What follows belongs to an exercise in optimizing a design on an open flow for small area; a production flow would make more cautious choices. The RTL was checked by simulation tests, not by an equivalence proof against the original design. Power and IR drop assume default switching activity. The clock port is modelled as an ideal driver; clocking choices that lean on that would not hold on a real chip.

## wb_occf_sink_gen
module wb_occf_sink_gen
#(
  parameter int g_DATA_WIDTH = 128,
  parameter int g_ADDR_WIDTH = 4,
  parameter int g_FIFO_DEPTH = 8,
  parameter int g_STALL_MARGIN = 2,
  parameter int g_MAX_FRAME_WORDS = 1024,
  parameter int g_WITH_FIFO_INFERRED = 1
) (
  input  logic                                          clk_i,
  input  logic                                          rst_i,
  input  logic [g_DATA_WIDTH-1:0]                       snk_dat_i,
  input  logic [g_ADDR_WIDTH-1:0]                       snk_adr_i,
  input  logic [g_DATA_WIDTH/8-1:0]                     snk_sel_i,
  input  logic                                          snk_cyc_i,
  input  logic                                          snk_stb_i,
  input  logic                                          snk_we_i,
  output logic                                          snk_stall_o,
  output logic                                          snk_ack_o,
  output logic                                          snk_err_o,
  output logic                                          snk_rty_o,
  output logic [g_ADDR_WIDTH-1:0]                       addr_o,
  output logic [g_DATA_WIDTH-1:0]                       data_o,
  output logic [g_DATA_WIDTH/8-1:0]                     bytesel_o,
  output logic                                          dvalid_o,
  output logic                                          sof_o,
  output logic                                          eof_o,
  output logic                                          frame_err_o,
  output logic [occf_sink_pkg::f_count_width(g_MAX_FRAME_WORDS)-1:0]   frame_len_o,
  output logic [occf_sink_pkg::f_count_width(g_FIFO_DEPTH)-1:0]        fifo_level_o,
  input  logic                                          dreq_i
);
Size in the first run: about 2700 cells after synthesis, roughly 330 I/O pins, roughly 48000 um2 of cells after synthesis.
export LEC_CHECK = 0
export CAP_MARGIN = 20
export CORE_MARGIN = 2
export CORE_UTILIZATION = 40
export SLEW_MARGIN = 20
create_clock -name core_clock -period 5.0 [get_ports {clk_i}]
run.sh (not shown) runs the stock make flow with config.mk's settings and CLKGATE_MAP_FILE= SYNTH_SCRIPT=/design/flow/synth_recipe.tcl, a recipe that flattens the netlist after the stock synthesis.
Change:
==> flow/flow/run.sh (new file) <==
#!/bin/bash
# The standard ORFS layout with three changes:
#  - synthesis maps logic with an area-oriented ABC script (registers are untouched),
#  - ports get the smallest buffer, sky130_fd_sc_hd__buf_1,
#  - the clock tree uses larger sink clusters of small buffers and no dummy loads.
# ORFS writes each step's full log under orfs/logs; make's output goes to standard.log.
set -o pipefail
bash standard.sh \
  "SYNTH_SCRIPT=$PWD/flow/synth.tcl" \
  "FLOW_ABC_SCRIPT=$PWD/flow/abc_area.script" \
  "BUFFER_PORTS_ARGS=-buffer_cell sky130_fd_sc_hd__buf_1" \
  "CTS_ARGS=-sink_clustering_enable -repair_clock_nets -dont_use_dummy_load -sink_clustering_size 30 -sink_clustering_max_diameter 90 -buf_list {sky130_fd_sc_hd__clkbuf_8 sky130_fd_sc_hd__clkbuf_16}" \
  finish > standard.log 2>&1
==> flow/flow/abc_area.script (new file) <==
&get -n
&st
&syn2
&dch
&nf -a -R 1000
&put
topo
==> flow/flow/synth.tcl (new file) <==
# The standard flow's synthesis script (synth_recipe.tcl) unchanged, except that ABC maps the logic with the
# area-oriented script flow/abc_area.script instead of ORFS's speed script.
proc synth {args} { yosys synth -nofsm -noshare {*}$args }
proc abc {args} {
  set i [lsearch -exact $args -script]
  if {$i >= 0} { lset args [expr {$i + 1}] $::env(FLOW_ABC_SCRIPT) }
  yosys abc {*}$args
}
source $::env(SCRIPTS_DIR)/synth.tcl
# left out here: clear keep_hierarchy, flatten, clean up, hide names made inside functions, write 1_2_yosys.v
==> flow/standard.sh (new file) <==
#!/bin/bash
# synth_recipe.tcl (not shown) runs the flow's synth.tcl, then flattens the netlist and writes it again
# the make line also repeats each setting of config.mk as NAME=value (left out here)
make -C /OpenROAD-flow-scripts/flow DESIGN_CONFIG=/design/flow/config.mk WORK_HOME=/design/flow/orfs CLKGATE_MAP_FILE= SYNTH_SCRIPT=/design/flow/synth_recipe.tcl "${@:-finish}"
--- a/flow/config.mk
+++ b/flow/config.mk
@@ -7,5 +7,6 @@
 export LEC_CHECK = 0
-export CAP_MARGIN = 20
+export CAP_MARGIN = 10
 export CORE_MARGIN = 2
-export CORE_UTILIZATION = 40
-export SLEW_MARGIN = 20
+export CORE_UTILIZATION = 75
+export PLACE_DENSITY = 0.8
+export SLEW_MARGIN = 10
removed: flow/run.sh
What happened:
- The new run produced a clean layout
- design area drops by about 13%
- register-to-register slack loses 0.34 ns
- clock power falls by 53%
- fmax is higher by 7.8%
- hold slack loses 0.033 ns
- flip-flop and latch count is unchanged
- clock-buffer cell count fell by 155
Change:
--- a/flow/flow/run.sh
+++ b/flow/flow/run.sh
@@ -4,3 +4,4 @@
 #  - ports get the smallest buffer, sky130_fd_sc_hd__buf_1,
-#  - the clock tree uses larger sink clusters of small buffers and no dummy loads.
+#  - the clock tree uses larger sink clusters and no dummy loads,
+#  - after global routing, gates on paths with slack to spare are sized down (RECOVER_POWER).
 # ORFS writes each step's full log under orfs/logs; make's output goes to standard.log.
@@ -12,2 +13,3 @@
   "CTS_ARGS=-sink_clustering_enable -repair_clock_nets -dont_use_dummy_load -sink_clustering_size 30 -sink_clustering_max_diameter 90 -buf_list {sky130_fd_sc_hd__clkbuf_8 sky130_fd_sc_hd__clkbuf_16}" \
+  "RECOVER_POWER=100" \
   finish > standard.log 2>&1
==> flow/flow/abc_area.script (replaced) <==
&get -n
&st
&syn2
&dch
&nf -a -R 2000 -C 32
&put
topo
Result:
- The changed run finished but failed the layout checks on capacitance limit, slew limit
- core utilization fell by 0.21 points
- global-route usage went up by 0.28 points
- total power shrinks slightly
- synthesized cell count fell slightly
- hold slack gains 0.031 ns
- final area decreases slightly
- sequential cell count does not change
- sequential power barely changes
- cell count goes down slightly
- maximum frequency is lower by about a fifth
Change:
--- a/flow/flow/run.sh
+++ b/flow/flow/run.sh
@@ -4,4 +4,3 @@
 #  - ports get the smallest buffer, sky130_fd_sc_hd__buf_1,
-#  - the clock tree uses larger sink clusters and no dummy loads,
-#  - after global routing, gates on paths with slack to spare are sized down (RECOVER_POWER).
+#  - the clock tree uses larger sink clusters of small buffers and no dummy loads.
 # ORFS writes each step's full log under orfs/logs; make's output goes to standard.log.
@@ -13,3 +12,2 @@
   "CTS_ARGS=-sink_clustering_enable -repair_clock_nets -dont_use_dummy_load -sink_clustering_size 30 -sink_clustering_max_diameter 90 -buf_list {sky130_fd_sc_hd__clkbuf_8 sky130_fd_sc_hd__clkbuf_16}" \
-  "RECOVER_POWER=100" \
   finish > standard.log 2>&1
With this change the flow finished clean.
Wire length hardly moves.
Die area does not change.
Via count stays flat.
Core utilization came out higher by 0.24 points.
Synthesized cell count stays the same.

[separate check: timing with driven ports]
The results above use ideal ports. As a check the final layouts listed here were re-extracted and re-timed, cells and wires unchanged.
Step 1: set_driving_cell puts a clkbuf_16 on clk_i and a buf_2 on each other input, an assumption about the parent block.
Step 2, shift: input delay + t, output delay - t, t = (earliest + latest rising clock arrival at the registers) / 2. This alone moves slack from input paths to output paths.
a / b / c = no drivers / after step 1 / after step 2; a / b = the first two.
run | t (ns) | setup WS [ns] | worst hold slack (ns) | clock arrival spread, ns | worst register clock-pin slew, ns
the first run | 0.806 | 1.476 / 1.440 / 0.907 | 0.463 / 0.463 / 0.463 | 0.027 / 0.027 | 0.06 / 0.06
the second run | 0.690 | 1.731 / 1.731 / 1.395 | 0.431 / 0.431 / 0.431 | 0.064 / 0.064 | 0.11 / 0.11
the third run | 0.690 | 0.947 / 0.994 / 0.304 | 0.461 / 0.461 / 0.461 | 0.052 / 0.052 | 0.11 / 0.11
the fourth run | 0.691 | 1.612 / 1.612 / 1.045 | 0.456 / 0.456 / 0.456 | 0.051 / 0.052 | 0.11 / 0.11
For the third run, which loses most, drivers alone change the setup slack by +0.047 ns; drivers and shift together by -0.643 ns.
